Context: an optimization exercise on an open-source flow, tuned for small area. The choices shown serve that exercise and are no tape-out recipe. The RTL was checked by simulation tests, not by an equivalence proof against the original design. Power figures rest on the tool's default switching activity, not on a simulated workload.

===== flow/flow/run.sh =====
#!/bin/bash
# Standard layout, with the port buffers inserted as the smallest buffer cell and
# a clock tree without dummy balancing loads.
set -euo pipefail
bash standard.sh \
  BUFFER_PORTS_ARGS="-buffer_cell sky130_fd_sc_hd__buf_1" \
  CTS_ARGS="-sink_clustering_enable -repair_clock_nets -dont_use_dummy_load -sink_clustering_size 20 -sink_clustering_max_diameter 50 -buf_list sky130_fd_sc_hd__clkbuf_8" \
  finish > standard_flow.log 2>&1

===== flow/standard.sh =====
#!/bin/bash
# synth_recipe.tcl (not shown) runs the flow's synth.tcl, then flattens the netlist and writes it again
# the make line also repeats each setting of config.mk as NAME=value (left out here)
make -C /OpenROAD-flow-scripts/flow DESIGN_CONFIG=/design/flow/config.mk WORK_HOME=/design/flow/orfs CLKGATE_MAP_FILE= SYNTH_SCRIPT=/design/flow/synth_recipe.tcl "${@:-finish}"

===== flow/config.mk =====
export PLATFORM = sky130hd
export DESIGN_NAME = tnef_record_deframer_core
export DESIGN_NICKNAME = tnef_record_deframer_core
export VERILOG_FILES = /design/flow/design.v
export SDC_FILE = /design/flow/constraint.sdc
export NUM_CORES = 4
export LEC_CHECK = 0
export CAP_MARGIN = 20
export CORE_MARGIN = 2
export CORE_UTILIZATION = 75
export SLEW_MARGIN = 20

===== flow/constraint.sdc =====
create_clock -name core_clock -period 5.0 [get_ports {clk}]
set_input_delay 1.0000 -clock core_clock [delete_from_list [all_inputs] [get_ports {clk}]]
set_output_delay 1.0000 -clock core_clock [all_outputs]
set_load 0.01 [all_outputs]

===== flow/design.v =====
`default_nettype none
package tnef_pkg;
  localparam logic [31:0] SIGNATURE_WORD = 32'h223E_9F78;
endpackage
`default_nettype wire
`default_nettype none
module tnef_record_deframer_core (
  input  wire logic        clk,
  input  wire logic        rst_n,
  input  wire logic        push,
  output logic             full,
  input  wire logic [7:0]  in_stream_byte,
  input  wire logic        in_restart,
  output logic             empty,
  input  wire logic        pop,
  output logic [1:0]       out_event_kind,
  output logic [31:0]      out_attribute_type,
  output logic [7:0]       out_component,
  output logic [7:0]       out_payload_byte,
  output logic [31:0]      out_record_length,
  output logic             out_last_of_record
);
  localparam logic [2:0] PH_SIG  = 3'd0;
  localparam logic [2:0] PH_KEY  = 3'd1;
  localparam logic [2:0] PH_COMP = 3'd2;
  localparam logic [2:0] PH_TYPE = 3'd3;
  localparam logic [2:0] PH_LEN  = 3'd4;
  localparam logic [2:0] PH_DATA = 3'd5;
  localparam logic [2:0] PH_CSUM = 3'd6;
  localparam logic [2:0] PH_HALT = 3'd7;
  logic [2:0]  phase_r, phase_nxt;
  logic [1:0]  cnt_r, cnt_nxt;
  logic        bad_r, bad_nxt;       
  logic [31:0] left_r;
  logic [15:0] sum_r;
  logic [1:0]  cur_tag_r, wtag;
  logic        cur_used_r;
  logic        take;
  logic [2:0]  eff_phase;
  logic [1:0]  eff_cnt;
  logic [7:0]  b;
  logic [7:0]  sig_byte;
  logic        ev_gen;
  logic [1:0]  ev_kind;
  logic        ev_last;
  assign b         = in_stream_byte;
  assign take      = push & ~full;
  assign eff_phase = in_restart ? PH_SIG : phase_r;
  assign eff_cnt   = in_restart ? 2'd0   : cnt_r;
  always_comb begin
    case (eff_cnt)
      2'd0:    sig_byte = 8'h78;
      2'd1:    sig_byte = 8'h9F;
      2'd2:    sig_byte = 8'h3E;
      default: sig_byte = 8'h22;
    endcase
  end
  always_comb begin
    phase_nxt = eff_phase;
    cnt_nxt   = eff_cnt + 2'd1;
    bad_nxt   = bad_r;
    ev_gen    = 1'b0;
    ev_kind   = 2'd0;
    ev_last   = 1'b0;
    case (eff_phase)
      PH_SIG: begin
        bad_nxt = ((eff_cnt != 2'd0) & bad_r) | (b != sig_byte);
        if (eff_cnt == 2'd3) begin
          if (bad_nxt) begin
            phase_nxt = PH_HALT;
            ev_gen    = 1'b1;
            ev_kind   = 2'd3;
          end else begin
            phase_nxt = PH_KEY;
          end
        end
      end
      PH_KEY: begin
        if (eff_cnt == 2'd1) begin
          cnt_nxt   = 2'd0;
          phase_nxt = PH_COMP;
        end
      end
      PH_COMP: begin
        cnt_nxt   = 2'd0;
        phase_nxt = PH_TYPE;
      end
      PH_TYPE: begin
        if (eff_cnt == 2'd3) phase_nxt = PH_LEN;
      end
      PH_LEN: begin
        if (eff_cnt == 2'd3)
          phase_nxt = ((left_r[31:8] == 24'd0) && (b == 8'd0)) ? PH_COMP : PH_DATA;
      end
      PH_DATA: begin
        cnt_nxt = 2'd0;
        ev_gen  = 1'b1;
        ev_last = (left_r == 32'd1);
        if (ev_last) phase_nxt = PH_CSUM;
      end
      PH_CSUM: begin
        bad_nxt = (b != sum_r[7:0]);
        if (eff_cnt == 2'd1) begin
          ev_gen = 1'b1;
          if (!bad_r && (b == sum_r[15:8])) begin
            phase_nxt = PH_COMP;
            ev_kind   = 2'd1;
          end else begin
            phase_nxt = PH_HALT;
            ev_kind   = 2'd2;
          end
        end
      end
      default: begin
        cnt_nxt = cnt_r;
      end
    endcase
  end
  assign wtag = cur_tag_r + {1'b0, cur_used_r};
  always_ff @(posedge clk) begin
    if (!rst_n) begin
      phase_r    <= PH_SIG;
      cnt_r      <= 2'd0;
      cur_used_r <= 1'b0;
      cur_tag_r  <= 2'd0;
    end else if (take) begin
      phase_r <= phase_nxt;
      cnt_r   <= cnt_nxt;
      if (eff_phase == PH_COMP) begin
        cur_tag_r  <= wtag;
        cur_used_r <= 1'b0;
      end else if (eff_phase == PH_DATA) begin
        cur_used_r <= 1'b1;
      end
    end
  end
  always_ff @(posedge clk) begin
    if (take) begin
      bad_r <= bad_nxt;
      if (eff_phase == PH_DATA) begin
        sum_r <= sum_r + {8'd0, b};
      end else if (eff_phase != PH_CSUM) begin
        sum_r <= 16'd0;
      end
      if (eff_phase == PH_DATA) begin
        left_r <= left_r - 32'd1;
      end else if (eff_phase == PH_LEN) begin
        left_r <= {b, left_r[31:8]};
      end
    end
  end
  logic [71:0] hdr_r [4];
  logic        hdr_byte;
  assign hdr_byte = (eff_phase == PH_COMP) || (eff_phase == PH_TYPE) || (eff_phase == PH_LEN);
  always_ff @(posedge clk) begin
    for (int s = 0; s < 4; s++) begin
      if (take && hdr_byte && (((eff_phase == PH_COMP) ? wtag : cur_tag_r) == 2'(s)))
        hdr_r[s] <= {b, hdr_r[s][71:8]};
    end
  end
  logic        wr_en, rd_en;
  logic [1:0]  wr_ptr_r, rd_ptr_r;
  logic [2:0]  count_r;
  logic        edata_r [4];    
  logic        elast_r [4];
  logic [7:0]  epay_r  [4];
  logic        eadv_r  [4];    
  logic [1:0]  head_tag_r;     
  logic [1:0]  head_tag;
  assign wr_en = take & ev_gen;
  assign rd_en = pop & ~empty;
  assign full  = count_r[2];
  assign empty = (count_r == 3'd0);
  always_ff @(posedge clk) begin
    if (wr_en) begin
      edata_r[wr_ptr_r] <= (eff_phase == PH_DATA);
      elast_r[wr_ptr_r] <= ev_last;
      epay_r[wr_ptr_r]  <= (eff_phase == PH_DATA) ? b : {6'd0, ev_kind};
      eadv_r[wr_ptr_r]  <= (eff_phase == PH_DATA) & ~cur_used_r;
    end
  end
  always_ff @(posedge clk) begin
    if (!rst_n) begin
      wr_ptr_r   <= 2'd0;
      rd_ptr_r   <= 2'd0;
      head_tag_r <= 2'd3;
      count_r  <= 3'd0;
    end else begin
      if (wr_en) wr_ptr_r <= wr_ptr_r + 2'd1;
      if (rd_en) begin
        rd_ptr_r   <= rd_ptr_r + 2'd1;
        head_tag_r <= head_tag;
      end
      if (wr_en && !rd_en) count_r <= count_r + 3'd1;
      else if (rd_en && !wr_en) count_r <= count_r - 3'd1;
    end
  end
  logic [3:0] hsel;
  logic       head_data;
  logic [7:0] head_pay;
  assign head_tag  = head_tag_r + {1'b0, eadv_r[rd_ptr_r]};
  assign head_data = edata_r[rd_ptr_r];
  assign head_pay  = epay_r[rd_ptr_r];
  assign out_event_kind     = head_data ? 2'd0 : head_pay[1:0];
  assign out_last_of_record = elast_r[rd_ptr_r];
  assign out_payload_byte   = {head_pay[7:2], head_pay[1:0] & {2{head_data}}};
  always_comb begin
    for (int s = 0; s < 4; s++)
      hsel[s] = (head_tag == 2'(s)) && (out_event_kind != 2'd3);
    out_component      = '0;
    out_attribute_type = '0;
    out_record_length  = '0;
    for (int s = 0; s < 4; s++) begin
      out_component      = out_component      | ({8{hsel[s]}}  & hdr_r[s][7:0]);
      out_attribute_type = out_attribute_type | ({32{hsel[s]}} & hdr_r[s][39:8]);
      out_record_length  = out_record_length  | ({32{hsel[s]}} & hdr_r[s][71:40]);
    end
  end
endmodule
`default_nettype wire

==> metrics.md, run 1 <==
| Metric | Value |
|---|---|
| DR pass1 iterations | `7` |
| Maximum vdd drop | `0.438 mV` |
| Status | `no timing/DRC/antenna violations` |
| Wire length per cell | `21.9 um` |
| Leakage | `5.79 nW` |
| Drt total wl | `32.9 mm` |
| Initial antenna violation count | `0` |
| Starting density of the core | `75.7%` |
| Share of layout cells above drive strength 1 | `7.76%` |
| Worst EP arrival | `3.48 ns` |
| Setup Fix Bufs, Post-CTS | `0` |
| Number of clock sinks | `400` |
| R2r endpoint | `count_r[2]` |
| Yosys warns | `2` |
| Fillers | `1,165` |
| Number of synthesized flops with an enable pin | `381` |
| Cell taking the most area after synthesis | `edfxtp_1` |
| CTS tree | `yes` |
| H-tree depth | `2` |
| Synth area leaders | `edfxtp_1 70%, a22oi_1 6.6%, nand2_1 3.0%` |
| Via count | `9,890` |
| Avg Vias per Cell | `6.58` |
| # port buffers | `97` |
| Hold path startpoint | `hdr_r[0][66]` |
| IO Count | `98` |
| Kind of start point of the critical path | `flop` |
| Pre-CTS setup slack | `0.881 ns` |
| Nets | `1,262` |
| Tmin final | `4.48 ns` |
| #FFs+latches synth | `400` |
| First-pass GRT wire length | `51.4 mm` |
| Area of the core | `21,600 sq um` |
| Diodes inserted | `0` |
| GP Congestion | `0.840` |
| Critical path peak fanout | `15` |
| Die width | `152 um` |
| Skew final | `0.0460 ns` |
| Post-detail-place hpwl | `20.5 mm` |
| Finish-stage setup viols | `0` |
| Hold-fix buffers, CTS | `0` |
| Sequential-to-total area share from yosys stat | `72.2%` |
| Prevailing post-synth register cell | `edfxtp_1` |
| Final Worst Setup Slack | `0.524 ns` |
| Mapped Nets | `1,153` |
| Most common cell after layout, fill and taps aside | `edfxtp_1` |
| Worst R2R Start | `cnt_r[0]` |
| R2R cell count | `12` |
| Max-cap violations | `0` |
| Tightest Pin Transition | `0.786 ns` |
| Slew Viols, Final | `0` |
| Most frequent cells in the layout | `381 x edfxtp_1, 144 x a22oi_1, 130 x nand2_1` |
| Row cnt | `54` |
| Vias in the first global route | `9,783` |
| Post-Synthesis Cell Area | `16,400 sq um` |
| Total GRT Usage | `29.4%` |
| Residual DRC | `0` |
| Largest net degree at the start of global routing | `79` |
| RSZ-0062 raised after global routing | `false` |
| Share of flip-flops with an asynchronous set or reset | `0%` |
| Synth top area share | `69.9%` |
| Die area | `23,000 sq um` |
| Hold Crit Depth | `0` |
| Fin crit share | `89.5%` |
| Congestion Overflow GR | `0` |
| Hold Fails Final Rpt | `0` |
| Area growth syn-to-layout | `8.11%` |
| Cts repair resizes | `0` |
| Clk buf depth | `3` |
| Distinct cell type count after synthesis | `58` |
| Pwr dens | `494 nW/um^2` |
| Critical path type | `flop to primary output` |
| Min-Delay Endpoint | `hdr_r[0][58]` |
| Hold WC Path Type | `flop to flop` |
| Flop2flop setup slack | `1.60 ns` |
| WP data required | `4.00 ns` |
| Worst hold slack | `0.423 ns` |
| Avg Cell Area, Syn | `14.7 sq um` |
| Chip height | `152 um` |
| Max frequency | `223 MHz` |
| Clock-pin slew on the worst setup and hold paths | `0.09 ns` |
| Drt initial violations | `888` |
| Worst setup EP type | `primary output` |
| Num CTS Buffers | `36` |
| Cell count after synthesis | `1,117` |
| Worst rel slew slack | `47.6%` |
| Final ANT Viol Nets | `0` |
| Clock latency (worst-skew pair) | `0.55 ns` |
| Root buf cell | `clkbuf_8` |
==> Yosys cell counts, types with 7 or more instances <==
| master | count |
|---|---|
| edfxtp_1 | 381 |
| a22oi_1 | 144 |
| nand2_1 | 131 |
| nor2_1 | 52 |
| o21ai_0 | 44 |
| xnor2_1 | 33 |
| buf_2 | 30 |
| xor2_1 | 23 |
| clkbuf_1 | 22 |
| ha_1 | 21 |
| a21oi_1 | 19 |
| dfxtp_1 | 19 |
| inv_1 | 16 |
| nor3_1 | 16 |
| nand3_1 | 14 |
| and2_1 | 13 |
| and3_1 | 12 |
| nand2b_1 | 12 |
| or3_1 | 12 |
| mux4_2 | 11 |
| nor2b_1 | 11 |
| a31oi_1 | 10 |
| nor4_1 | 10 |
| nand4_1 | 7 |
==> registers in the layout, indices dropped and copies added (netlist names), 3 cells and up, named ones only <==
| name | cells |
|---|---|
| count_r | 3 |
| sum_r | 16 |
| elast_r | 4 |
| edata_r | 4 |
| left_r | 32 |
| phase_r | 3 |
| eadv_r | 4 |
| epay_r | 32 |
| hdr_r | 288 |
==> metrics by stage <==
stage	setup TNS [ns]	util, %	total power [W]	cell area [sq um]	std cells
floorplan	-96.25	-	0.00602	16400	1117
finish	0	81.8	0.00873	17700	1504
global route	0	81.8	0.00921	17700	1504
CTS	0	81.8	0.00874	17700	1504
detailed placement	0	79.5	0.00718	17200	1468
global placement	0	79.5	0.00710	17200	1468
==> metal layers <==
metal | wire length [um] | up-vias | share of wire (%) | GRT usage, %
li1 | - | 4493 | - | -
met1 | 13400 | 4859 | 41 | 41.9
met2 | 16100 | 464 | 49 | 47.2
met3 | 2610 | 74 | 7.9 | 4.94
met4 | 854 | 0 | 2.6 | 10.0
met5 | 0 | - | 0 | 0
==> cell type report <==
type / count / area (sq um) / share of cell area, %
clock buffer: 36 / 495 / 2.80
inverter: 17 / 63.8 / 0.361
multi-input combinational: 648 / 4320 / 24.4
sequential: 400 / 11800 / 66.8
tap: 280 / 350 / 1.98
timing repair buffer: 123 / 647 / 3.66
==> where the power goes <==
part	switching [W]	internal (W)	total, W
clock network	0.000949	0.000646	0.00159
registers	0.000122	0.00379	0.00391
logic	0.00213	0.00110	0.00323
total	0.00320	0.00553	0.00873
==> worst max-delay path, cell delays in order, from the launching register on <==
cell and delay (ns):
dfxtp_1 0.68, mux4_2 0.40, ha_1 0.32, nand2b_1 0.26, nor2_4 0.47, buf_4 0.32, a22oi_1 0.12, nand2_1 0.15
buf_1 0.17
==> worst max-delay path by stage <==
stage,startpoint,endpoint,slack (ns),cells past startpoint
2_1_floorplan,in_restart,hdr_r[2][0],-0.34,5
3_5_place_dp,in_restart,count_r[2],0.88,13
3_3_place_gp,in_restart,count_r[2],0.98,13
6_report,flop,out_record_length[12],0.52,8
4_1_cts,flop,out_record_length[12],0.48,8
5_1_grt,flop,out_record_length[15],0.38,8
==> kinds of logic after synthesis <==
group | Yosys count | share of synthesized area [%]
simple gates | 310 | 9.15
xor+xnor | 56 | 3.00
buf+inv | 69 | 1.81
flops | 400 | 72.2
fa+ha+maj | 23 | 1.85
mux | 14 | 1.71
compound gates | 245 | 10.3
==> run 2, diff against run 1 <==
--- a/flow/config.mk
+++ b/flow/config.mk
@@ -7,5 +7,5 @@
 export LEC_CHECK = 0
 export CAP_MARGIN = 20
 export CORE_MARGIN = 2
-export CORE_UTILIZATION = 75
+export CORE_UTILIZATION = 65
 export SLEW_MARGIN = 20
==> run 2 against run 1 <==
Still clean. Cell area is 0.61% higher. Sequential share of layout area is 0.41 points lower. Setup slack worse by 0.060 ns. Clock power hardly changed. Critical endpoint is now out_record_length[7].
==> metrics.md, run 2 <==
| Metric | Value |
|---|---|
| Largest register FFs | `288` |
| Initial antenna violation count | `0` |
| Num CTS Buffers | `37` |
| Clock-pin slew on the worst setup and hold paths | `0.09 ns` |
| Hold WC Path Type | `flop to flop` |
| Flop2flop setup slack | `1.68 ns` |
| Tmin final | `4.54 ns` |
| Distinct cell type count after synthesis | `58` |
| Post-synthesis compound-gate area fraction | `10.3%` |
| DR pass1 iterations | `5` |
| H-tree depth | `2` |
| Clock latency (worst-skew pair) | `0.55 ns` |
| Maximum vdd drop | `0.380 mV` |
| Die width | `163 um` |
| Finish-stage setup viols | `0` |
| Worst setup EP type | `primary output` |
| Synth top area share | `69.9%` |
| Diodes inserted | `0` |
| R2R cell count | `12` |
| Fillers | `1,697` |
| WP data required | `4.00 ns` |
| Status | `no timing/DRC/antenna violations` |
| Skew final | `0.0487 ns` |
| Mapped Nets | `1,153` |
| Row cnt | `58` |
| Crit-path max cell delay | `0.69 ns` |
| Final Instance Count excl. Fillers | `1,556` |
| Number of synthesized flops with an enable pin | `381` |
| Drt total wl | `31.4 mm` |
| Hold Crit Depth | `0` |
| Worst EP arrival | `3.54 ns` |
| RSZ-0062 raised after global routing | `false` |
| Kind of start point of the critical path | `flop` |
| Congestion Overflow GR | `0` |
| Reg with most FFs | `hdr_r` |
| Post-route cell area | `17,800 sq um` |
| Cell Area, Placed | `17,300 sq um` |
| #FFs+latches synth | `400` |
| Hold-fix buffers, CTS | `0` |
| Most frequent cells in the layout | `381 x edfxtp_1, 144 x a22oi_1, 130 x nand2_1` |
| Min-Delay Endpoint | `hdr_r[3][60]` |
| Final ANT Viol Nets | `0` |
| Via count | `9,501` |
| Total Negative Setup Slacks | `0 ns` |
| IO Count | `98` |
| Largest net degree at the start of global routing | `78` |
| Root buf cell | `clkbuf_8` |
| Slew Viols, Final | `0` |
| Nets | `1,264` |
| Adder-cell share of the synthesized area | `1.85%` |
| GP Congestion | `0.867` |
| Tightest Pin Transition | `0.875 ns` |
| Residual DRC | `0` |
| Area of the core | `25,000 sq um` |
| Top-count cell post-synth | `edfxtp_1` |
| Simple-gate share of the synthesized area | `9.15%` |
| CP Cell Sequence | `mux4_2 -> ha_1 -> xnor2_1 -> nor2_4 -> buf_4 -> a22oi_1 -> nand2_1 -> buf_1` |
| Worst hold slack | `0.410 ns` |
| Max-cap violations | `0` |
| Pwr dens | `491 nW/um^2` |
| Post-Synthesis Cell Area | `16,400 sq um` |
| Number of clock sinks | `400` |
| R2r endpoint | `count_r[2]` |
| Avg Cell Area, Syn | `14.7 sq um` |
| Prevailing post-synth register cell | `edfxtp_1` |
| Leakage | `5.81 nW` |
| First-pass GRT wire length | `49.0 mm` |
| Critical path peak fanout | `27` |
| Area growth syn-to-layout | `8.78%` |
| Sequential-to-total area share from yosys stat | `72.2%` |
| Chip height | `163 um` |
| Die area | `26,500 sq um` |
| Max frequency | `220 MHz` |
| Vias in the first global route | `9,304` |
| Synth area leaders | `edfxtp_1 70%, a22oi_1 6.6%, nand2_1 3.0%` |
| Critical path type | `flop to primary output` |
| Cts repair resizes | `0` |
| Total GRT Usage | `23.9%` |
| Multiplexer share of the synthesized area | `1.71%` |
| Placed Cells | `1,519` |
| Worst R2R Start | `cnt_r[0]` |
| Setup Fix Bufs, Post-CTS | `0` |
| Clk buf depth | `3` |
| Share of layout cells above drive strength 1 | `7.91%` |
| Largest family of logic cells by synthesized area | `compound AO/OA/AOI/OAI gates` |
| Hold Fails Final Rpt | `0` |
| Drt initial violations | `886` |
| Most common cell after layout, fill and taps aside | `edfxtp_1` |
| # port buffers | `97` |
| Share of flip-flops with an asynchronous set or reset | `0%` |
| Wire length per cell | `20.2 um` |
| Hold path startpoint | `hdr_r[3][68]` |
| Fin crit share | `90.7%` |
| Post-detail-place hpwl | `19.4 mm` |
| Largest registers | `hdr_r (288), epay_r (32), left_r (32)` |
| XOR/XNOR share of the synthesized area | `3.00%` |
| Starting density of the core | `65.6%` |
| CTS tree | `yes` |
| Yosys warns | `2` |
| Cell count after synthesis | `1,117` |
| Synth cell count leaders | `381 x edfxtp_1, 144 x a22oi_1, 131 x nand2_1` |
| Crit-path slowest cell | `nor2_4` |
| Cell taking the most area after synthesis | `edfxtp_1` |
| Avg Vias per Cell | `6.11` |
| Worst rel slew slack | `41.6%` |
[run 2: cell counts after synthesis]
Identical to the previous run, type by type.
[run 2: stage by stage]
stage | util, % | setup WS, ns | total power (W)
2_1_floorplan | - | -0.341 | 0.00602
3_3_place_gp | 69.3 | 1.00 | 0.00716
3_5_place_dp | 69.3 | 0.910 | 0.00723
4_1_cts | 71.3 | 0.415 | 0.00882
5_1_grt | 71.3 | 0.237 | 0.00927
6_report | 71.3 | 0.464 | 0.00874
[run 2: power by group]
part / total (W) / switching [W] / internal (W)
clock network: 0.00161 / 0.000952 / 0.000662
logic: 0.00323 / 0.00210 / 0.00114
registers: 0.00390 / 0.000111 / 0.00379
total: 0.00874 / 0.00316 / 0.00558
[run 2: cells by family (layout without fill, tap and decap cells)]
logic type | count (synthesis) | count (layout)
buffers and inverters | 69 | 178
AND/OR/NAND/NOR | 310 | 310
AO/OA/AOI/OAI | 245 | 245
adder cells (fa/ha/maj) | 23 | 23
XOR/XNOR | 56 | 56
multiplexers | 14 | 14
flip-flops | 400 | 400
[run 2: routing by layer]
metal / up-vias / wire (um) / track usage, %
met5: - / 0 / 0
met4: 0 / 678 / 6.84
met3: 47 / 1740 / 3.62
met2: 295 / 15700 / 40.2
met1: 4667 / 13300 / 33.0
li1: 4492 / - / -
[run 2: how the worst max path moves through the flow]
stage                          start                endpoint  cells past startpoint
after global placement    in_restart              count_r[2]                     13
after global routing            flop    out_record_length[7]                      8
after CTS                       flop  out_attribute_type[19]                      8
final                           flop    out_record_length[7]                      8
after floorplan           in_restart             hdr_r[2][0]                      5
after detailed placement  in_restart              count_r[2]                     13
[run 2: critical path: cells and delay by family (launching register included)]
family          cells  cell delay, ns
compound gates      1            0.09
xor+xnor            1            0.23
fa+ha+maj           1            0.26
buf+inv             2            0.50
flops               1            0.66
mux                 1            0.39
simple gates        2            0.83
[run 2: area by class of cell]
class / count / area (sq um) / share of cell area, %
multi-input cells: 648 / 4320 / 24.2
clock buffers: 37 / 509 / 2.86
flip-flops and latches: 400 / 11800 / 66.4
repair buffers: 124 / 679 / 3.82
well taps: 330 / 413 / 2.32
inverters: 17 / 63.8 / 0.358
==> run 3, diff against run 2 <==
--- a/flow/config.mk
+++ b/flow/config.mk
@@ -5,7 +5,7 @@
 export SDC_FILE = /design/flow/constraint.sdc
 export NUM_CORES = 4
 export LEC_CHECK = 0
-export CAP_MARGIN = 20
+export CAP_MARGIN = 0
 export CORE_MARGIN = 2
-export CORE_UTILIZATION = 65
-export SLEW_MARGIN = 20
+export CORE_UTILIZATION = 70
+export SLEW_MARGIN = 0
==> run 3 against run 2 <==
Core utilization up 6.2 points. Cell area is 0.85% lower. Maximum frequency grew 2.6%. Global-route usage increased by 2.4 points. Highest routed layer unchanged. Synthesized cell count is the same. Still clean on timing, DRC and antenna. Clock-buffer cell count is 6 lower.
==> metrics.md, run 3 <==
| Metric | Value |
|---|---|
| Most common cell after layout, fill and taps aside | `edfxtp_1` |
| # port buffers | `97` |
| Chip height | `157 um` |
| Number of synthesized flops with an enable pin | `381` |
| Die width | `157 um` |
| IO Count | `98` |
| Prevailing post-synth register cell | `edfxtp_1` |
| Nets | `1,255` |
| DR pass1 iterations | `5` |
| Cell count after synthesis | `1,117` |
| Largest register FFs | `288` |
| Area of the core | `22,800 sq um` |
| Hold-fix buffers, CTS | `0` |
| Delay-heaviest family, CP | `simple AND/OR/NAND/NOR gates` |
| Clk buf depth | `3` |
| Residual DRC | `0` |
| Max-cap violations | `0` |
| Wire length per cell | `21.0 um` |
| Post-Synthesis Cell Area | `16,400 sq um` |
| Critical path peak fanout | `22` |
| RSZ-0062 raised after global routing | `false` |
| Die area | `24,600 sq um` |
| Initial antenna violation count | `0` |
| CTS tree | `yes` |
| Synth top area share | `69.9%` |
| Row cnt | `55` |
| Setup Fix Bufs, Post-CTS | `0` |
| Worst EP arrival | `3.42 ns` |
| Max frequency | `226 MHz` |
| #FFs+latches synth | `400` |
| Hold path startpoint | `hdr_r[3][34]` |
| Top-count cell post-synth | `edfxtp_1` |
| Cell taking the most area after synthesis | `edfxtp_1` |
| Starting density of the core | `71.9%` |
| Via count | `9,610` |
| Skew final | `0.0616 ns` |
| Clock-pin slew on the worst setup and hold paths | `0.10 ns` |
| Total GRT Usage | `26.3%` |
| Worst setup EP type | `primary output` |
| Share of flip-flops with an asynchronous set or reset | `0%` |
| Distinct cell type count after synthesis | `58` |
| Buf/Inv on CP | `2` |
| Status | `no timing/DRC/antenna violations` |
| Cts repair resizes | `0` |
| Final ANT Viol Nets | `0` |
| Final Power | `0.00858 W` |
| Synth area leaders | `edfxtp_1 70%, a22oi_1 6.6%, nand2_1 3.0%` |
| Fin crit share | `88.4%` |
| Tmin final | `4.42 ns` |
| Leakage | `5.74 nW` |
| Tightest Pin Transition | `0.852 ns` |
| WP data required | `4.00 ns` |
| Diodes inserted | `0` |
| Crit-path max cell delay | `0.66 ns` |
| H-tree depth | `1` |
| Share of layout cells above drive strength 1 | `7.23%` |
| Pwr dens | `486 nW/um^2` |
| Hold WC Path Type | `flop to flop` |
| GP Congestion | `0.847` |
| Worst rel slew slack | `43.1%` |
| Slew Viols, Final | `0` |
| Worst R2R Start | `cnt_r[0]` |
| Drt total wl | `32.1 mm` |
| Num CTS Buffers | `31` |
| First-pass GRT wire length | `50.0 mm` |
| Vias in the first global route | `9,390` |
| Reg with most FFs | `hdr_r` |
| Maximum vdd drop | `0.461 mV` |
| Sequential-to-total area share from yosys stat | `72.2%` |
| Drt initial violations | `854` |
| Number of clock sinks | `400` |
| Root buf cell | `clkbuf_8` |
| Total Negative Setup Slacks | `0 ns` |
| Critical path type | `flop to primary output` |
| Fillers | `1,397` |
| Post-detail-place hpwl | `19.8 mm` |
| Yosys warns | `2` |
| Finish-stage setup viols | `0` |
| Kind of start point of the critical path | `flop` |
| Clock latency (worst-skew pair) | `0.61 ns` |
| Most frequent cells in the layout | `381 x edfxtp_1, 144 x a22oi_1, 130 x nand2_1` |
| CP Cell Sequence | `mux4_2 -> ha_1 -> xor2_1 -> nor2_4 -> buf_4 -> a22oi_1 -> nand2_1 -> buf_1` |
| Avg Vias per Cell | `6.28` |
| Synth cell count leaders | `381 x edfxtp_1, 144 x a22oi_1, 131 x nand2_1` |
| Avg Cell Area, Syn | `14.7 sq um` |
| Hold Fails Final Rpt | `0` |
| Area growth syn-to-layout | `7.85%` |
| Mapped Nets | `1,153` |
| Largest net degree at the start of global routing | `79` |
| Crit-path slowest cell | `dfxtp_1` |
| Congestion Overflow GR | `0` |
| Largest registers | `hdr_r (288), epay_r (32), left_r (32)` |
==> run 3: logic make-up (layout without fill, tap and decap cells) <==
family                     Yosys count  in the layout  share of synthesized area [%]
and+or+nand+nor                    310            310                           9.15
muxes                               14             14                           1.71
xor gates and xnor gates            56             56                           3.00
AOI/OAI and AO/OA                  245            245                           10.3
adders and majority gates           23             23                           1.85
buffers and inverters               69            169                           1.81
DFF                                400            400                           72.2
==> run 3: through the flow <==
step	instance area (sq um)	std cells	hold WS (ns)	worst slack, ns	util (%)
2_1_floorplan	16400	1117	0.427	-0.341	-
3_3_place_gp	17200	1499	0.428	0.959	75.6
3_5_place_dp	17200	1499	0.433	0.827	75.6
4_1_cts	17700	1530	0.409	0.548	77.5
5_1_grt	17700	1530	0.414	0.362	77.5
6_report	17700	1530	0.412	0.580	77.5
==> run 3: path summary, 6_finish.rpt <==
path                      endpoint  slack [ns]  cells past startpoint
max reg2reg             count_r[2]        1.54                     12
min reg2reg           hdr_r[3][26]        0.41                      0
max          out_record_length[19]        0.58                      8
min                   hdr_r[3][26]        0.41                      0
==> run 3: power breakdown <==
group          switching [W]  leakage, nW  internal [W]
clock network       0.000909        0.223      0.000551
logic                0.00212         1.95       0.00110
registers           0.000122         3.57       0.00378
total                0.00315         5.74       0.00543
==> run 3: area by class of cell <==
class | instances | area (sq um) | area share (%)
clock buffer | 31 | 427 | 2.42
sequential | 400 | 11800 | 67.0
tap | 313 | 392 | 2.22
inverter | 17 | 63.8 | 0.361
timing repair buffer | 121 | 632 | 3.58
multi-input combinational | 648 | 4320 | 24.5
==> run 3: routing by layer <==
| metal | wire (um) | GRT usage [%] | part of all wire [%] | vias to the layer above |
|---|---|---|---|---|
| met5 | 0 | 0 | 0 | - |
| met4 | 426 | 5.77 | 1.3 | 0 |
| met3 | 2660 | 3.41 | 8.3 | 41 |
| met2 | 14900 | 41.4 | 47 | 440 |
| met1 | 14000 | 40.4 | 44 | 4647 |
| li1 | - | - | - | 4482 |
==> run 4, diff against run 3 <==
==> flow/flow/run.sh (replaced) <==
#!/bin/bash
# Standard layout, with the port buffers inserted as the smallest buffer cell and
# a clock tree without dummy balancing loads.
set -euo pipefail
bash standard.sh \
  BUFFER_PORTS_ARGS="-buffer_cell sky130_fd_sc_hd__buf_1" \
  CTS_ARGS="-sink_clustering_enable -repair_clock_nets -dont_use_dummy_load -sink_clustering_size 16 -sink_clustering_max_diameter 40 -buf_list {sky130_fd_sc_hd__clkbuf_4 sky130_fd_sc_hd__clkbuf_8}" \
  finish > standard_flow.log 2>&1
==> run 4 against run 3 <==
Still clean. Clock power is 14% higher. Global-route usage grew 0.50 points. First-iteration DRC count shrank 1.8%. Total power up 2.3%. Maximum frequency rose by 0.88%. Die area is the same. Highest routed layer unchanged.
==> metrics.md, run 4 <==
| Metric | Value |
|---|---|
| Worst rel slew slack | `41.8%` |
| Post-detail-place hpwl | `19.8 mm` |
| Share of flip-flops with an asynchronous set or reset | `0%` |
| Congestion Overflow GR | `0` |
| Flop2flop setup slack | `1.53 ns` |
| Critical path type | `flop to primary output` |
| Prevailing post-synth register cell | `edfxtp_1` |
| CTS tree | `yes` |
| Max frequency | `228 MHz` |
| Synth area leaders | `edfxtp_1 70%, a22oi_1 6.6%, nand2_1 3.0%` |
| Largest register FFs | `288` |
| GP Congestion | `0.847` |
| Starting density of the core | `71.9%` |
| Placed Cells | `1,499` |
| Adder-cell share of the synthesized area | `1.85%` |
| Die area | `24,600 sq um` |
| Number of synthesized flops with an enable pin | `381` |
| Die width | `157 um` |
| Chip height | `157 um` |
| Total GRT Usage | `26.8%` |
| Row cnt | `55` |
| Multiplexer share of the synthesized area | `1.71%` |
| IO Count | `98` |
| Area growth syn-to-layout | `8.61%` |
| Hold Fails Final Rpt | `0` |
| Via count | `9,623` |
| Leakage | `5.81 nW` |
| Num CTS Buffers | `40` |
| Hold-fix buffers, CTS | `0` |
| Drt initial violations | `839` |
| Residual DRC | `0` |
| Drt total wl | `32.3 mm` |
| Sequential-to-total area share from yosys stat | `72.2%` |
| Synth cell count leaders | `381 x edfxtp_1, 144 x a22oi_1, 131 x nand2_1` |
| Yosys warns | `2` |
| Maximum vdd drop | `0.409 mV` |
| Reg area | `11,800 sq um` |
| Diodes inserted | `0` |
| Pwr dens | `494 nW/um^2` |
| Fin crit share | `87.6%` |
| Wire length per cell | `21.0 um` |
| Clock latency (worst-skew pair) | `0.55 ns` |
| Hold WC Path Type | `flop to flop` |
| Slew Viols, Final | `0` |
| RSZ-0062 raised after global routing | `false` |
| Worst EP arrival | `3.38 ns` |
| WP data required | `4.00 ns` |
| Tightest Pin Transition | `0.872 ns` |
| Cell Area, Placed | `17,200 sq um` |
| Reg with most FFs | `hdr_r` |
| Nets | `1,264` |
| Most common cell after layout, fill and taps aside | `edfxtp_1` |
| H-tree depth | `2` |
| Avg Cell Area, Syn | `14.7 sq um` |
| Simple-gate share of the synthesized area | `9.15%` |
| #FFs+latches synth | `400` |
| Most frequent cells in the layout | `381 x edfxtp_1, 144 x a22oi_1, 130 x nand2_1` |
| Post-route cell area | `17,800 sq um` |
| Status | `no timing/DRC/antenna violations` |
| Total Negative Setup Slacks | `0 ns` |
| Post-synthesis compound-gate area fraction | `10.3%` |
| Kind of start point of the critical path | `flop` |
| Post-Synthesis Cell Area | `16,400 sq um` |
| Fillers | `1,368` |
| Initial antenna violation count | `0` |
| Final Instance Count excl. Fillers | `1,539` |
| Max-cap violations | `0` |
| Number of clock sinks | `400` |
| Tmin final | `4.38 ns` |
| Distinct cell type count after synthesis | `58` |
| XOR/XNOR share of the synthesized area | `3.00%` |
| Root buf cell | `clkbuf_8` |
| Clock-pin slew on the worst setup and hold paths | `0.09 ns` |
| Largest registers | `hdr_r (288), epay_r (32), left_r (32)` |
| DR pass1 iterations | `6` |
| Worst setup EP type | `primary output` |
| First-pass GRT wire length | `50.6 mm` |
| Cell count after synthesis | `1,117` |
| Cell taking the most area after synthesis | `edfxtp_1` |
| Top-count cell post-synth | `edfxtp_1` |
| Area of the core | `22,800 sq um` |
| Setup Fix Bufs, Post-CTS | `0` |
| # port buffers | `97` |
| Skew final | `0.0371 ns` |
| Largest family of logic cells by synthesized area | `compound AO/OA/AOI/OAI gates` |
| Critical path peak fanout | `22` |
| Synth top area share | `69.9%` |
| Vias in the first global route | `9,542` |
| Largest net degree at the start of global routing | `79` |
| Cts repair resizes | `0` |
| Clk buf depth | `3` |
| Avg Vias per Cell | `6.25` |
| Multi-input gate area | `4320 sq um` |
| Mapped Nets | `1,153` |
| Final ANT Viol Nets | `0` |
| Finish-stage setup viols | `0` |
| Worst hold slack | `0.420 ns` |
| Share of layout cells above drive strength 1 | `7.91%` |
-- run 4: cell counts after synthesis --
Identical to the previous run, type by type.
-- run 4: through the flow --
stage / power, W / utilization (%) / setup WS, ns
final: 0.00878 / 78.0 / 0.618
after global routing: 0.00927 / 78.0 / 0.405
after CTS: 0.00881 / 78.0 / 0.594
after detailed placement: 0.00718 / 75.6 / 0.827
after global placement: 0.00712 / 75.6 / 0.959
after floorplan: 0.00602 / - / -0.341
-- run 4: final timing paths --
check,endpoint,cells past startpoint,from
worst max-delay path,out_record_length[12],8,flop
worst min-delay path,hdr_r[2][23],0,hdr_r[2][31]
worst max register to register,count_r[2],12,cnt_r[0]
worst min register to register,hdr_r[2][23],0,hdr_r[2][31]
-- run 4: where the power goes --
part / total (W) / switching, W / internal [W]
clock: 0.00166 / 0.000944 / 0.000714
combinational: 0.00321 / 0.00211 / 0.00110
sequential: 0.00391 / 0.000123 / 0.00379
-- run 4: worst max-delay path: stages, from the launching register on --
cell,delay [ns]
dfxtp_1,0.65
mux4_2,0.39
ha_1,0.25
xor2_1,0.21
nor2_4,0.56
buf_4,0.33
a22oi_1,0.12
nand2_1,0.14
buf_1,0.18
-- run 4: logic make-up after synthesis --
kind of cell / after synthesis
simple gates: 310
flops: 400
compound gates: 245
mux: 14
xor+xnor: 56
buf+inv: 69
fa+ha+maj: 23
-- run 4: cell type report --
| cell class | instances | share of cell area, % |
|---|---|---|
| Clock buffer | 40 | 3.10 |
| Inverter | 17 | 0.359 |
| Sequential cell | 400 | 66.5 |
| Timing Repair Buffer | 121 | 3.55 |
| Multi-Input combinational cell | 648 | 24.3 |
| Tap cell | 313 | 2.20 |
-- run 4: metal layers --
metal | up-vias | share of wire, % | track usage, %
met3 | 46 | 6.7 | 3.99
met5 | - | 0 | 0
li1 | 4498 | - | -
met1 | 4678 | 44 | 40.2
met4 | 0 | 1.5 | 6.68
met2 | 401 | 47 | 42.5
==> run 5, diff against run 4 <==
==> flow/flow/run.sh (replaced) <==
#!/bin/bash
# 1. the standard synthesis, unchanged.
# 2. Its combinational logic re-mapped by ABC with an area-oriented script; the
#    registers (cells, instance names) are left exactly as the standard synthesis made them.
# 3. the standard layout of that netlist, with the smallest buffer cell on the
#    ports and a clock tree without dummy balancing loads.
set -euo pipefail
HERE=$(pwd)
RES=$HERE/orfs/results/$FLOW_PLATFORM/tnef_record_deframer_core/base
LIB=$FLOW_HOME/platforms/$FLOW_PLATFORM/lib/sky130_fd_sc_hd__tt_025C_1v80.lib
YOSYS=${YOSYS_EXE:-$(command -v yosys || echo "$FLOW_HOME/../tools/install/yosys/bin/yosys")}
KNOBS=(
  BUFFER_PORTS_ARGS="-buffer_cell sky130_fd_sc_hd__buf_1"
  CTS_ARGS="-sink_clustering_enable -repair_clock_nets -dont_use_dummy_load -sink_clustering_size 24 -sink_clustering_max_diameter 45 -buf_list sky130_fd_sc_hd__clkbuf_8"
)

bash standard.sh "${KNOBS[@]}" synth > standard_synth.log 2>&1
cp "$RES/1_2_yosys.v" "$HERE/1_2_yosys_standard.v"

sed -e "s#@LIB@#$LIB#g" -e "s#@IN@#$HERE/1_2_yosys_standard.v#" -e "s#@OUT@#$HERE/1_2_yosys_remap.v#" \
    -e "s#@TOP@#$FLOW_TOP#g" -e "s#@ABC@#$HERE/flow/abc_area.script#" flow/remap.ys > "$HERE/remap_run.ys"
"$YOSYS" -l "$HERE/remap.log" -q "$HERE/remap_run.ys" > /dev/null 2>&1

cp "$HERE/1_2_yosys_remap.v" "$RES/1_2_yosys.v"
rm -f "$RES/1_synth.odb" "$RES/1_synth.sdc"
bash standard.sh "${KNOBS[@]}" finish > standard_flow.log 2>&1
==> flow/flow/abc_area.script (new file) <==
&get -n
&st
&dch
&nf -R 1000
&put
==> flow/flow/remap.ys (new file) <==
# Re-map the combinational logic of the standard synthesis netlist for area.
# The registers stay as they are: same cells, same instance names, same nets.
read_liberty -ignore_miss_func @LIB@
setattr -mod -set keep_hierarchy 1 sky130_fd_sc_hd__edfxtp_1 sky130_fd_sc_hd__dfxtp_1
read_verilog @IN@
hierarchy -top @TOP@
flatten
hierarchy -top @TOP@
blackbox sky130_fd_sc_hd__edfxtp_1 sky130_fd_sc_hd__dfxtp_1
rename -hide w:*.*
opt_clean -purge
abc -script @ABC@ -liberty @LIB@ -dont_use sky130_fd_sc_hd__lpflow_bleeder_1 -dont_use sky130_fd_sc_hd__lpflow_clkbufkapwr_1 -dont_use sky130_fd_sc_hd__lpflow_clkbufkapwr_16 -dont_use sky130_fd_sc_hd__lpflow_clkbufkapwr_2 -dont_use sky130_fd_sc_hd__lpflow_clkbufkapwr_4 -dont_use sky130_fd_sc_hd__lpflow_clkbufkapwr_8 -dont_use sky130_fd_sc_hd__lpflow_clkinvkapwr_1 -dont_use sky130_fd_sc_hd__lpflow_clkinvkapwr_16 -dont_use sky130_fd_sc_hd__lpflow_clkinvkapwr_2 -dont_use sky130_fd_sc_hd__lpflow_clkinvkapwr_4 -dont_use sky130_fd_sc_hd__lpflow_clkinvkapwr_8 -dont_use sky130_fd_sc_hd__lpflow_decapkapwr_12 -dont_use sky130_fd_sc_hd__lpflow_decapkapwr_3 -dont_use sky130_fd_sc_hd__lpflow_decapkapwr_4 -dont_use sky130_fd_sc_hd__lpflow_decapkapwr_6 -dont_use sky130_fd_sc_hd__lpflow_decapkapwr_8 -dont_use sky130_fd_sc_hd__lpflow_inputiso0n_1 -dont_use sky130_fd_sc_hd__lpflow_inputiso0p_1 -dont_use sky130_fd_sc_hd__lpflow_inputiso1n_1 -dont_use sky130_fd_sc_hd__lpflow_inputiso1p_1 -dont_use sky130_fd_sc_hd__lpflow_inputisolatch_1 -dont_use sky130_fd_sc_hd__lpflow_isobufsrc_1 -dont_use sky130_fd_sc_hd__lpflow_isobufsrc_16 -dont_use sky130_fd_sc_hd__lpflow_isobufsrc_2 -dont_use sky130_fd_sc_hd__lpflow_isobufsrc_4 -dont_use sky130_fd_sc_hd__lpflow_isobufsrc_8 -dont_use sky130_fd_sc_hd__lpflow_isobufsrckapwr_16 -dont_use sky130_fd_sc_hd__lpflow_lsbuf_lh_hl_isowell_tap_1 -dont_use sky130_fd_sc_hd__lpflow_lsbuf_lh_hl_isowell_tap_2 -dont_use sky130_fd_sc_hd__lpflow_lsbuf_lh_hl_isowell_tap_4 -dont_use sky130_fd_sc_hd__lpflow_lsbuf_lh_isowell_4 -dont_use sky130_fd_sc_hd__lpflow_lsbuf_lh_isowell_tap_1 -dont_use sky130_fd_sc_hd__lpflow_lsbuf_lh_isowell_tap_2 -dont_use sky130_fd_sc_hd__lpflow_lsbuf_lh_isowell_tap_4 -dont_use sky130_fd_sc_hd__probe_p_8 -dont_use sky130_fd_sc_hd__probec_p_8 
read_liberty -lib -overwrite @LIB@
splitnets
opt_clean -purge
hilomap -singleton -hicell sky130_fd_sc_hd__conb_1 HI -locell sky130_fd_sc_hd__conb_1 LO
insbuf -buf sky130_fd_sc_hd__buf_4 A X
stat -liberty @LIB@
check -assert
write_verilog -noattr -nohex -nodec @OUT@
==> run 5 against run 4 <==
Still clean. Register-to-register slack worse by 0.23 ns. Clock-buffer cell count down 4. Cell count down 5.7%. Die area down 5.2%. Area after synthesis down 5.4%. Critical path depth unchanged. Sequential power down 5.1%. Critical endpoint is now out_record_length[15]. Largest cell class unchanged.
==> metrics.md, run 5 <==
| Metric | Value |
|---|---|
| Starting density of the core | `71.2%` |
| Vias in the first global route | `9,358` |
| Hold WC Path Type | `flop to flop` |
| Worst EP arrival | `3.57 ns` |
| Clock-pin slew on the worst setup and hold paths | `0.10 ns` |
| Pre-CTS setup slack | `0.580 ns` |
| Residual DRC | `0` |
| Clk buf depth | `3` |
| Final Instance Count excl. Fillers | `1,452` |
| Sequential Power Share | `59.8%` |
| Post-detail-place hpwl | `17.8 mm` |
| Met1 Use GR | `35.0%` |
| Worst rel slew slack | `42.4%` |
| Finish-stage setup viols | `0` |
| Worst hold slack | `0.410 ns` |
| Area growth syn-to-layout | `9.92%` |
| Number of clock sinks | `400` |
| Setup Fix Bufs, Post-CTS | `0` |
| Status | `no timing/DRC/antenna violations` |
| Tmin final | `4.57 ns` |
| Die area | `23,300 sq um` |
| Clock latency (worst-skew pair) | `0.55 ns` |
| Mapped Nets | `1,026` |
| Max frequency | `219 MHz` |
| Diodes inserted | `0` |
| Largest registers | `hdr_r (288), epay_r (32), left_r (32)` |
| Drt initial violations | `1,045` |
| Nets | `1,187` |
| Root buf cell | `clkbuf_8` |
| Critical path peak fanout | `72` |
| Leakage | `5.52 nW` |
| Row cnt | `54` |
| Largest register FFs | `288` |
| RSZ-0062 raised after global routing | `false` |
| Kind of start point of the critical path | `flop` |
| Sw frac | `25.2%` |
| H-tree depth | `2` |
| Final Worst Setup Slack | `0.427 ns` |
| IO Count | `98` |
| Met2 usage | `42.5%` |
| DR pass1 iterations | `8` |
| Max-cap violations | `0` |
| Placed Cells | `1,416` |
| Reg with most FFs | `hdr_r` |
| Num CTS Buffers | `36` |
| # port buffers | `97` |
| Met3 GRT Util | `3.38%` |
| R2R cell count | `16` |
| Worst setup EP type | `primary output` |
| Final ANT Viol Nets | `0` |
| Congestion Overflow GR | `0` |
| Fin crit share | `91.5%` |
| Clock Power Share | `25.2%` |
| Skew final | `0.0608 ns` |
| Most frequent cells in the layout | `381 x edfxtp_1, 198 x nand2_1, 97 x buf_1` |
| Layout Utilization | `78.3%` |
| Chip height | `153 um` |
| Tightest Pin Transition | `0.863 ns` |
| Critical path type | `flop to primary output` |
| Drt total wl | `29.5 mm` |
| Area of the core | `21,800 sq um` |
| Post-Synthesis Cell Area | `15,500 sq um` |
| Largest net degree at the start of global routing | `73` |
| Cell count after synthesis | `1,013` |
| Avg Cell Area, Syn | `15.3 sq um` |
| Slew Viols, Final | `0` |
| GP Congestion | `0.867` |
| Most common cell after layout, fill and taps aside | `edfxtp_1` |
| Hold-fix buffers, CTS | `0` |
| Initial antenna violation count | `0` |
| Maximum vdd drop | `0.303 mV` |
| Hold Fails Final Rpt | `0` |
| Share of layout cells above drive strength 1 | `7.00%` |
| Hold Crit Depth | `0` |
| Cts repair resizes | `0` |
| WP data required | `4.00 ns` |
| Avg Vias per Cell | `6.41` |
| Global route hottest layer | `met2` |
| Via count | `9,313` |
| Pwr dens | `365 nW/um^2` |
| CTS tree | `yes` |
| Wire length per cell | `20.3 um` |
| Pint | `0.00465 W` |
| Total GRT Usage | `25.4%` |
| Die width | `153 um` |
| Power share of the combinational group | `15.0%` |
| Net Sw Power | `0.00156 W` |
| Yosys warns | `2` |
| First-pass GRT wire length | `47.2 mm` |
| Final Power | `0.00621 W` |
-- run 5: final timing paths --
path	startpoint	endpoint	slack, ns
max	flop	out_record_length[15]	0.43
min reg2reg	hdr_r[0][60]	hdr_r[0][52]	0.41
min	hdr_r[0][60]	hdr_r[0][52]	0.41
max reg2reg	sum_r[1]	sum_r[15]	1.30
-- run 5: critical path: stages, from the launching register on --
cell	delay (ns)
dfxtp_1	0.67
mux4_2	0.43
xor2_1	0.38
nand2_1	0.16
nor2_4	0.10
buf_4	0.65
a222oi_1	0.26
nand2_1	0.12
buf_1	0.21
-- run 5: cell type report --
type                       count  area, sq um
sequential                   400        11800
fill                        1270         4730
multi-input combinational    610         3710
timing repair buffer         123          634
clock buffer                  36          495
tap                          280          350
inverter                       3         11.3
-- run 5: stage by stage --
stage / TNS, ns / cell area (sq um)
after floorplan: -80.14 / 15500
after global placement: 0 / 16500
after detailed placement: 0 / 16500
after CTS: 0 / 17000
after global routing: 0 / 17000
final: 0 / 17000
-- run 5: power groups by stage --
| stage | Combinational (W) | Clock, W | Sequential [W] |
|---|---|---|---|
| finish | 0.000931 | 0.00157 | 0.00371 |
| global route | 0.00102 | 0.00172 | 0.00372 |
| CTS | 0.000937 | 0.00161 | 0.00371 |
| detailed placement | 0.000934 | 0 | 0.00379 |
| global placement | 0.000911 | 0 | 0.00378 |
| floorplan | 0.000557 | 0 | 0.00378 |
-- run 5: layer usage --
metal  up-vias  wire length (um)
met5         -                 0
met3        60              2090
li1       4345                 -
met4         0               889
met1      4500             12000
met2       408             14500
==> run 6, diff against run 5 <==
--- a/flow/flow/run.sh
+++ b/flow/flow/run.sh
@@ -11,7 +11,7 @@
 YOSYS=${YOSYS_EXE:-$(command -v yosys || echo "$FLOW_HOME/../tools/install/yosys/bin/yosys")}
 KNOBS=(
   BUFFER_PORTS_ARGS="-buffer_cell sky130_fd_sc_hd__buf_1"
-  CTS_ARGS="-sink_clustering_enable -repair_clock_nets -dont_use_dummy_load -sink_clustering_size 24 -sink_clustering_max_diameter 45 -buf_list sky130_fd_sc_hd__clkbuf_8"
+  CTS_ARGS="-sink_clustering_enable -repair_clock_nets -dont_use_dummy_load -sink_clustering_size 20 -sink_clustering_max_diameter 50 -buf_list sky130_fd_sc_hd__clkbuf_8"
 )
 
 bash standard.sh "${KNOBS[@]}" synth > standard_synth.log 2>&1
--- a/flow/config.mk
+++ b/flow/config.mk
@@ -8,4 +8,5 @@
 export CAP_MARGIN = 0
 export CORE_MARGIN = 2
 export CORE_UTILIZATION = 70
+export GPL_TIMING_DRIVEN = 0
 export SLEW_MARGIN = 0
==> run 6 against run 5 <==
Cell count is 0.41% lower. Clock skew grew 0.0085 ns. Core utilization is 0.46 points higher.
==> metrics.md, run 6 <==
| Metric | Value |
|---|---|
| Multi-input gate area | `3790 sq um` |
| WP data required | `4.00 ns` |
| Post-route cell area | `17,100 sq um` |
| Avg Cell Area, Syn | `15.3 sq um` |
| Area growth syn-to-layout | `10.6%` |
| Root buf cell | `clkbuf_8` |
| Tightest Pin Transition | `1.33 ns` |
| Area of the core | `21,800 sq um` |
| Status | `no timing/DRC/antenna violations` |
| Hold Fails Final Rpt | `0` |
| Hold-fix buffers, CTS | `0` |
| Max-cap violations | `0` |
| Slew Viols, Final | `0` |
| Die area | `23,300 sq um` |
| Via count | `9,399` |
| Yosys warns | `2` |
| Initial antenna violation count | `0` |
| Largest register FFs | `288` |
| Most frequent cells in the layout | `381 x edfxtp_1, 197 x nand2_1, 97 x buf_1` |
| Mapped Nets | `1,026` |
| CTS tree | `yes` |
| Total GRT Usage | `25.6%` |
| First-pass GRT wire length | `47.1 mm` |
| Critical path peak fanout | `36` |
| Clk buf depth | `3` |
| Number of clock sinks | `400` |
| Layout Utilization | `78.7%` |
| Maximum vdd drop | `0.219 mV` |
| DR pass1 iterations | `9` |
| Residual DRC | `0` |
| Largest net degree at the start of global routing | `50` |
| Worst rel slew slack | `11.2%` |
| Hold WC Path Type | `flop to flop` |
| Critical path type | `flop to primary output` |
| Nets | `1,181` |
| Most common cell after layout, fill and taps aside | `edfxtp_1` |
| Wire length per cell | `20.9 um` |
| Finish-stage setup viols | `0` |
| Worst setup EP type | `primary output` |
| Post-detail-place hpwl | `17.7 mm` |
| Congestion Overflow GR | `0` |
| Placed Cells | `1,403` |
| Clock latency (worst-skew pair) | `0.54 ns` |
| Leakage | `5.53 nW` |
| Avg Vias per Cell | `6.50` |
| Skew final | `0.0693 ns` |
| Row cnt | `54` |
| Reg area | `11,800 sq um` |
| Drt total wl | `30.2 mm` |
| Final Instance Count excl. Fillers | `1,446` |
| Kind of start point of the critical path | `flop` |
| RSZ-0062 raised after global routing | `false` |
| Vias in the first global route | `9,230` |
| Drt initial violations | `1,114` |
| Max frequency | `210 MHz` |
| Num CTS Buffers | `35` |
| Final ANT Viol Nets | `0` |
| Cell Area, Placed | `16,500 sq um` |
| Pwr dens | `365 nW/um^2` |
| Total Negative Setup Slacks | `0 ns` |
| Chip height | `153 um` |
| Fin crit share | `95.4%` |
| H-tree depth | `2` |
| Worst EP arrival | `3.77 ns` |
| Cell count after synthesis | `1,013` |
| Post-Synthesis Cell Area | `15,500 sq um` |
| Die width | `153 um` |
| IO Count | `98` |
| GP Congestion | `0.921` |
| Share of layout cells above drive strength 1 | `7.03%` |
| Worst hold slack | `0.426 ns` |
| # port buffers | `97` |
| Tmin final | `4.77 ns` |
| Diodes inserted | `0` |
| Clock-pin slew on the worst setup and hold paths | `0.11 ns` |
| Largest registers | `hdr_r (288), epay_r (32), left_r (32)` |
| Starting density of the core | `71.2%` |
| Fillers | `1,205` |
| Reg with most FFs | `hdr_r` |
run 6: repair_timing:
item / 4_1_cts / 5_1_grt
endpoints found under the setup margin: 72 / 59
resized for setup: 3 / 4
setup buffers: 0 / 5
pin swaps: 2 / 0
gates cloned: 3 / 0
run 6: worst paths after layout:
path | from | to | slack [ns] | depth (start not counted)
setup / recovery | flop | out_attribute_type[12] | 0.23 | 8
setup reg to reg | sum_r[1] | sum_r[15] | 1.08 | 16
hold reg to reg | hdr_r[0][58] | hdr_r[0][50] | 0.43 | 0
hold / removal | hdr_r[0][58] | hdr_r[0][50] | 0.43 | 0
run 6: worst max-delay path: stages (launching register included):
cell,delay (ns)
dfxtp_2,0.61
mux4_2,0.62
xor2_2,0.45
nand2b_1,0.49
nor2b_4,0.15
buf_12,0.21
a222oi_1,0.39
nand2_1,0.14
buf_1,0.15
run 6: layout make-up:
type | count | share of cell area (%)
clock buffers | 35 | 2.81
inverters | 3 | 0.0658
repair buffers | 115 | 3.90
flip-flops and latches | 400 | 69.0
well taps | 280 | 2.05
multi-input cells | 613 | 22.1
run 6: where the power goes:
group	internal, W	switching [W]
clock	0.000629	0.000931
sequential	0.00368	0.0000426
combinational	0.000345	0.000632
total	0.00465	0.00161
run 6: metal layers:
layer  vias to the layer above  global-route usage, %  wire length (um)
met5                         -                      0                 0
met4                         0                   7.85               704
li1                       4338                      -                 -
met1                      4599                   36.4             12500
met3                        53                   3.73              2400
met2                       409                   42.3             14700
run 6: through the flow:
step / power (W) / setup slack [ns]
finish: 0.00626 / 0.231
global route: 0.00648 / 0.0412
CTS: 0.00626 / 0.00852
detailed placement: 0.00472 / -0.133
global placement: 0.00466 / -2.62
floorplan: 0.00434 / -0.374
==> run 7, diff against run 6 <==
--- a/flow/config.mk
+++ b/flow/config.mk
@@ -8,5 +8,6 @@
 export CAP_MARGIN = 0
 export CORE_MARGIN = 2
 export CORE_UTILIZATION = 70
+export GPL_ROUTABILITY_DRIVEN = 0
 export GPL_TIMING_DRIVEN = 0
 export SLEW_MARGIN = 0
==> run 7 against run 6 <==
Routed wire length unchanged. Combinational power about the same. Synthesized cell count unchanged. First-iteration DRC count unchanged. Die area unchanged. Cell count unchanged. Maximum frequency unchanged. Cell area unchanged. Sequential power about the same. Sequential share of layout area unchanged. Clock power about the same. Critical endpoint unchanged.
==> metrics.md, run 7 <==
| Metric | Value |
|---|---|
| Largest net degree at the start of global routing | `50` |
| Clock latency (worst-skew pair) | `0.54 ns` |
| Tightest Pin Transition | `1.33 ns` |
| Post-detail-place hpwl | `17.7 mm` |
| Share of layout cells above drive strength 1 | `7.03%` |
| Starting density of the core | `71.2%` |
| Clk buf depth | `3` |
| WP data required | `4.00 ns` |
| Status | `no timing/DRC/antenna violations` |
| Hold Crit Depth | `0` |
| Congestion Overflow GR | `0` |
| Via count | `9,399` |
| Hold Fails Final Rpt | `0` |
| Die area | `23,300 sq um` |
| H-tree depth | `2` |
| Max frequency | `210 MHz` |
| Reg with most FFs | `hdr_r` |
| Final Worst Setup Slack | `0.231 ns` |
| IO Count | `98` |
| Hold-fix buffers, CTS | `0` |
| Initial antenna violation count | `0` |
| Max-cap violations | `0` |
| Post-route cell area | `17,100 sq um` |
| CTS tree | `yes` |
| Leakage | `5.53 nW` |
| Critical path type | `flop to primary output` |
| Finish-stage setup viols | `0` |
| # port buffers | `97` |
| Post-Synthesis Cell Area | `15,500 sq um` |
| Tmin final | `4.77 ns` |
| Clock-pin slew on the worst setup and hold paths | `0.11 ns` |
| DR pass1 iterations | `9` |
| Final ANT Viol Nets | `0` |
| Worst setup EP type | `primary output` |
| Fin crit share | `95.4%` |
| Wire length per cell | `20.9 um` |
| Area of the core | `21,800 sq um` |
| Vias in the first global route | `9,230` |
| Most frequent cells in the layout | `381 x edfxtp_1, 197 x nand2_1, 97 x buf_1` |
| Chip height | `153 um` |
| Skew final | `0.0693 ns` |
| RSZ-0062 raised after global routing | `false` |
| Largest register FFs | `288` |
| Pwr dens | `365 nW/um^2` |
| Drt initial violations | `1,114` |
| Total GRT Usage | `25.6%` |
| Avg Vias per Cell | `6.50` |
| Diodes inserted | `0` |
| Nets | `1,181` |
| Number of clock sinks | `400` |
| Critical path peak fanout | `36` |
| Largest registers | `hdr_r (288), epay_r (32), left_r (32)` |
| Cell Area, Placed | `16,500 sq um` |
| R2R cell count | `16` |
| Root buf cell | `clkbuf_8` |
| Avg Cell Area, Syn | `15.3 sq um` |
| Num CTS Buffers | `35` |
| Most common cell after layout, fill and taps aside | `edfxtp_1` |
| Yosys warns | `2` |
| Die width | `153 um` |
| Maximum vdd drop | `0.219 mV` |
| Cell count after synthesis | `1,013` |
| First-pass GRT wire length | `47.1 mm` |
| Slew Viols, Final | `0` |
| Area growth syn-to-layout | `10.6%` |
| Kind of start point of the critical path | `flop` |
| Row cnt | `54` |
| Drt total wl | `30.2 mm` |
| Layout Utilization | `78.7%` |
| Final Power | `0.00626 W` |
| Worst rel slew slack | `11.2%` |
| Hold WC Path Type | `flop to flop` |
| Pre-CTS setup slack | `-0.133 ns` |
| Worst EP arrival | `3.77 ns` |
| Mapped Nets | `1,026` |
| Residual DRC | `0` |
run 7: worst paths after layout:
| path | startpoint | endpoint | slack [ns] |
|---|---|---|---|
| setup / recovery | flop | out_attribute_type[12] | 0.23 |
| hold / removal | hdr_r[0][58] | hdr_r[0][50] | 0.43 |
| setup reg to reg | sum_r[1] | sum_r[15] | 1.08 |
| hold reg to reg | hdr_r[0][58] | hdr_r[0][50] | 0.43 |
run 7: repair_timing:
item                                    4_1_cts  5_1_grt
resized for setup                             3        4
endpoints found under the setup margin       72       59
pin swaps                                     2        0
cloned                                        3        0
setup buffers                                 0        5
run 7: layer usage:
metal | vias up | global-route usage (%) | part of all wire [%]
met5 | - | 0 | 0
met4 | 0 | 7.85 | 2.3
met3 | 53 | 3.73 | 7.9
met2 | 409 | 42.3 | 48
met1 | 4599 | 36.4 | 41
li1 | 4338 | - | -
run 7: per-stage QoR:
stage,std cells,hold slack [ns],TNS (ns)
floorplan,1013,0.425,-80.14
global placement,1390,0.427,-692.59
detailed placement,1403,0.433,-1.69
CTS,1441,0.423,0
global route,1446,0.426,0
finish,1446,0.426,0
run 7: critical path, cell delays in order (launching register included):
cell and delay [ns]:
dfxtp_2 0.61, mux4_2 0.62, xor2_2 0.45, nand2b_1 0.49, nor2b_4 0.15, buf_12 0.21, a222oi_1 0.39, nand2_1 0.14
buf_1 0.15
run 7: report_power, final:
group / switching [W] / internal (W)
logic: 0.000632 / 0.000345
registers: 0.0000426 / 0.00368
clock network: 0.000931 / 0.000629
run 7: cell type report:
| cell class | instances | area [sq um] |
|---|---|---|
| sequential | 400 | 11800 |
| timing repair buffer | 115 | 668 |
| fill | 1205 | 4630 |
| inverter | 3 | 11.3 |
| clock buffer | 35 | 482 |
| multi-input combinational | 613 | 3790 |
| tap | 280 | 350 |
==> run 8, diff against run 7 <==
==> flow/flow/abc_area.script (replaced) <==
&get -n
&st
&deepsyn -T 60
&dch -f
&nf -R 1000
&put
--- a/flow/config.mk
+++ b/flow/config.mk
@@ -8,6 +8,4 @@
 export CAP_MARGIN = 0
 export CORE_MARGIN = 2
 export CORE_UTILIZATION = 70
-export GPL_ROUTABILITY_DRIVEN = 0
-export GPL_TIMING_DRIVEN = 0
 export SLEW_MARGIN = 0
==> run 8 against run 7 <==
Synthesized cell count rose by 0.99%. Sequential share of layout area rose by 0.70 points. Still clean. Largest cell class unchanged. Clock skew fell by 0.029 ns. Maximum frequency rose by 1.0%. Via count barely moved.
==> metrics.md, run 8 <==
| Metric | Value |
|---|---|
| Row cnt | `54` |
| Setup Fix Bufs, Post-CTS | `0` |
| Critical path peak fanout | `31` |
| Mapped Nets | `1,036` |
| Die area | `23,100 sq um` |
| Metal2 WL | `14.9 mm` |
| Cell count after synthesis | `1,023` |
| Finish-stage setup viols | `0` |
| Met1 wire length | `11.9 mm` |
| GP Congestion | `0.828` |
| Share of layout cells above drive strength 1 | `6.73%` |
| Cts repair resizes | `0` |
| Wire length per cell | `20.3 um` |
| Post-detail-place hpwl | `18.1 mm` |
| H-tree depth | `2` |
| # port buffers | `97` |
| Starting density of the core | `70.8%` |
| Status | `no timing/DRC/antenna violations` |
| Worst rel slew slack | `50.9%` |
| Kind of start point of the critical path | `flop` |
| Tmin final | `4.72 ns` |
| Fillers | `1,256` |
| CP Cell Sequence | `or2_0 -> o22a_1 -> o221ai_1 -> or3_1 -> and3_2 -> buf_4 -> a222oi_1 -> nand2_1 -> buf_1` |
| Yosys warns | `2` |
| DR WL met3 | `2.42 mm` |
| Crit-path slowest cell | `and3_2` |
| Total GRT Usage | `25.7%` |
| Diodes inserted | `0` |
| DR top layer | `met4` |
| Clock latency (worst-skew pair) | `0.53 ns` |
| RSZ-0062 raised after global routing | `false` |
| CTS tree | `yes` |
| Clk buf depth | `3` |
| Worst EP arrival | `3.72 ns` |
| Area of the core | `21,600 sq um` |
| Largest registers | `hdr_r (288), epay_r (32), left_r (32)` |
| Via count | `9,396` |
| Hold WC Path Type | `flop to flop` |
| Max frequency | `212 MHz` |
| Avg Vias per Cell | `6.40` |
| Drt total wl | `29.8 mm` |
| Reg with most FFs | `hdr_r` |
| Most common cell after layout, fill and taps aside | `edfxtp_1` |
| Nets | `1,204` |
| Reg area | `11,800 sq um` |
| Drt initial violations | `1,084` |
| Final Power | `0.00687 W` |
| Critical path type | `flop to primary output` |
| Clock-pin slew on the worst setup and hold paths | `0.09 ns` |
| Tightest Pin Transition | `0.737 ns` |
| WP data required | `4.00 ns` |
| Post-Synthesis Cell Area | `15,300 sq um` |
| Die width | `152 um` |
| Largest register FFs | `288` |
| Num CTS Buffers | `34` |
| Number of clock sinks | `400` |
| Maximum vdd drop | `0.289 mV` |
| Most frequent cells in the layout | `381 x edfxtp_1, 189 x nand2_1, 97 x buf_1` |
| Initial antenna violation count | `0` |
| Pwr dens | `405 nW/um^2` |
| IO Count | `98` |
| Flop2flop setup slack | `0.38 ns` |
| Root buf cell | `clkbuf_8` |
| Buf/Inv on CP | `2` |
| Area growth syn-to-layout | `10.7%` |
| First-pass GRT wire length | `47.4 mm` |
| Chip height | `152 um` |
| Hold-fix buffers, CTS | `0` |
| Residual DRC | `0` |
| Multi-input gate area | `3500 sq um` |
| DR pass1 iterations | `11` |
| Vias in the first global route | `9,285` |
| Delay-heaviest family, CP | `simple AND/OR/NAND/NOR gates` |
| Largest net degree at the start of global routing | `73` |
| Worst setup EP type | `primary output` |
| Max-cap violations | `0` |
| Avg Cell Area, Syn | `15.0 sq um` |
| Fin crit share | `94.4%` |
| Skew final | `0.0406 ns` |
| Crit-path max cell delay | `0.50 ns` |
| Slew Viols, Final | `0` |
| Hold Fails Final Rpt | `0` |
| Post-route cell area | `17,000 sq um` |
| Final ANT Viol Nets | `0` |
| Cell Area, Placed | `16,500 sq um` |
| Leakage | `5.59 nW` |
| Congestion Overflow GR | `0` |
-- run 8: path summary, 6_finish.rpt --
kind | from | end | cells after the start
worst max-delay path | flop | out_attribute_type[30] | 9
worst min-delay path | hdr_r[0][60] | hdr_r[0][52] | 0
worst max register to register | left_r[3] | left_r[31] | 16
worst min register to register | hdr_r[0][60] | hdr_r[0][52] | 0
-- run 8: report_power, final --
part | total (W) | switching, W | internal [W]
registers | 0.00371 | 0.0000392 | 0.00367
logic | 0.00163 | 0.00106 | 0.000567
clock network | 0.00153 | 0.000914 | 0.000612
-- run 8: metal layers --
layer	track usage, %	vias up
met4	6.63	0
li1	-	4367
met2	43.6	427
met1	36.1	4550
met5	0	-
met3	3.68	52
-- run 8: metrics by stage --
stage | setup TNS, ns | instances | worst slack (ns) | util (%) | hold WS, ns
after global routing | 0 | 1469 | 0.0119 | 78.4 | 0.423
final | 0 | 1469 | 0.280 | 78.4 | 0.404
after detailed placement | 0 | 1435 | 0.110 | 76.1 | 0.431
after global placement | 0 | 1435 | 0.353 | 76.1 | 0.427
after CTS | 0 | 1469 | 0.123 | 78.3 | 0.406
after floorplan | -28.36 | 1023 | -0.254 | - | 0.412
-- run 8: layout make-up --
class                           instances  area share [%]
Clock buffer                           34            2.76
Inverter                               15           0.332
Multi-Input combinational cell        608            20.7
Sequential cell                       400            69.7
Tap cell                              280            2.07
Timing Repair Buffer                  132            4.44
-- run 8: worst reg2reg max path: stages (launching register included) --
cell and delay, ns:
edfxtp_1 0.45, nor4_4 0.35, clkinv_1 0.16, or3_1 0.43, nor3_2 0.19, nand2_1 0.12
nor2_2 0.15, nand2_1 0.14, nor2_1 0.12, nand2_1 0.12, or4_1 0.51, or3_1 0.35
or4_1 0.42, or4_1 0.45, nor2_1 0.18, xnor2_1 0.14, a21oi_1 0.08

## what the ideal ports hide
The flow's constraints put no driver on any port. The routed layouts listed below were extracted and timed again, unchanged, in two steps. Step 1 assumes that a clkbuf_16 drives the clock port and a buf_2 every other input. Step 2 moves the port delays by t, midway between the first and last clock arrival at a register: inputs arrive t later, outputs are due t later. That takes back most of the time a late clock gives input paths. Slacks: ideal ports / drivers / drivers and shift; pairs: ideal ports / drivers.
run	shift t [ns]	setup slack, ns	latest minus earliest clock arrival (ns)	pins driven straight from the clock port
run 1	0.573	0.524 / 0.482 / 0.815	0.048 / 0.048	1
run 2	0.579	0.464 / 0.414 / 0.927	0.049 / 0.049	1
run 3	0.620	0.580 / 0.537 / 0.722	0.063 / 0.062	1
run 4	0.572	0.618 / 0.576 / 0.716	0.053 / 0.053	1
run 5	0.564	0.427 / 0.385 / 0.580	0.068 / 0.068	1
run 6	0.552	0.231 / 0.186 / -0.118	0.069 / 0.069	1
run 7	0.552	0.231 / 0.186 / -0.118	0.069 / 0.069	1
run 8	0.563	0.280 / 0.236 / 0.385	0.053 / 0.054	1
Met with ideal ports but missed after step 2: setup timing in run 6 and run 7.
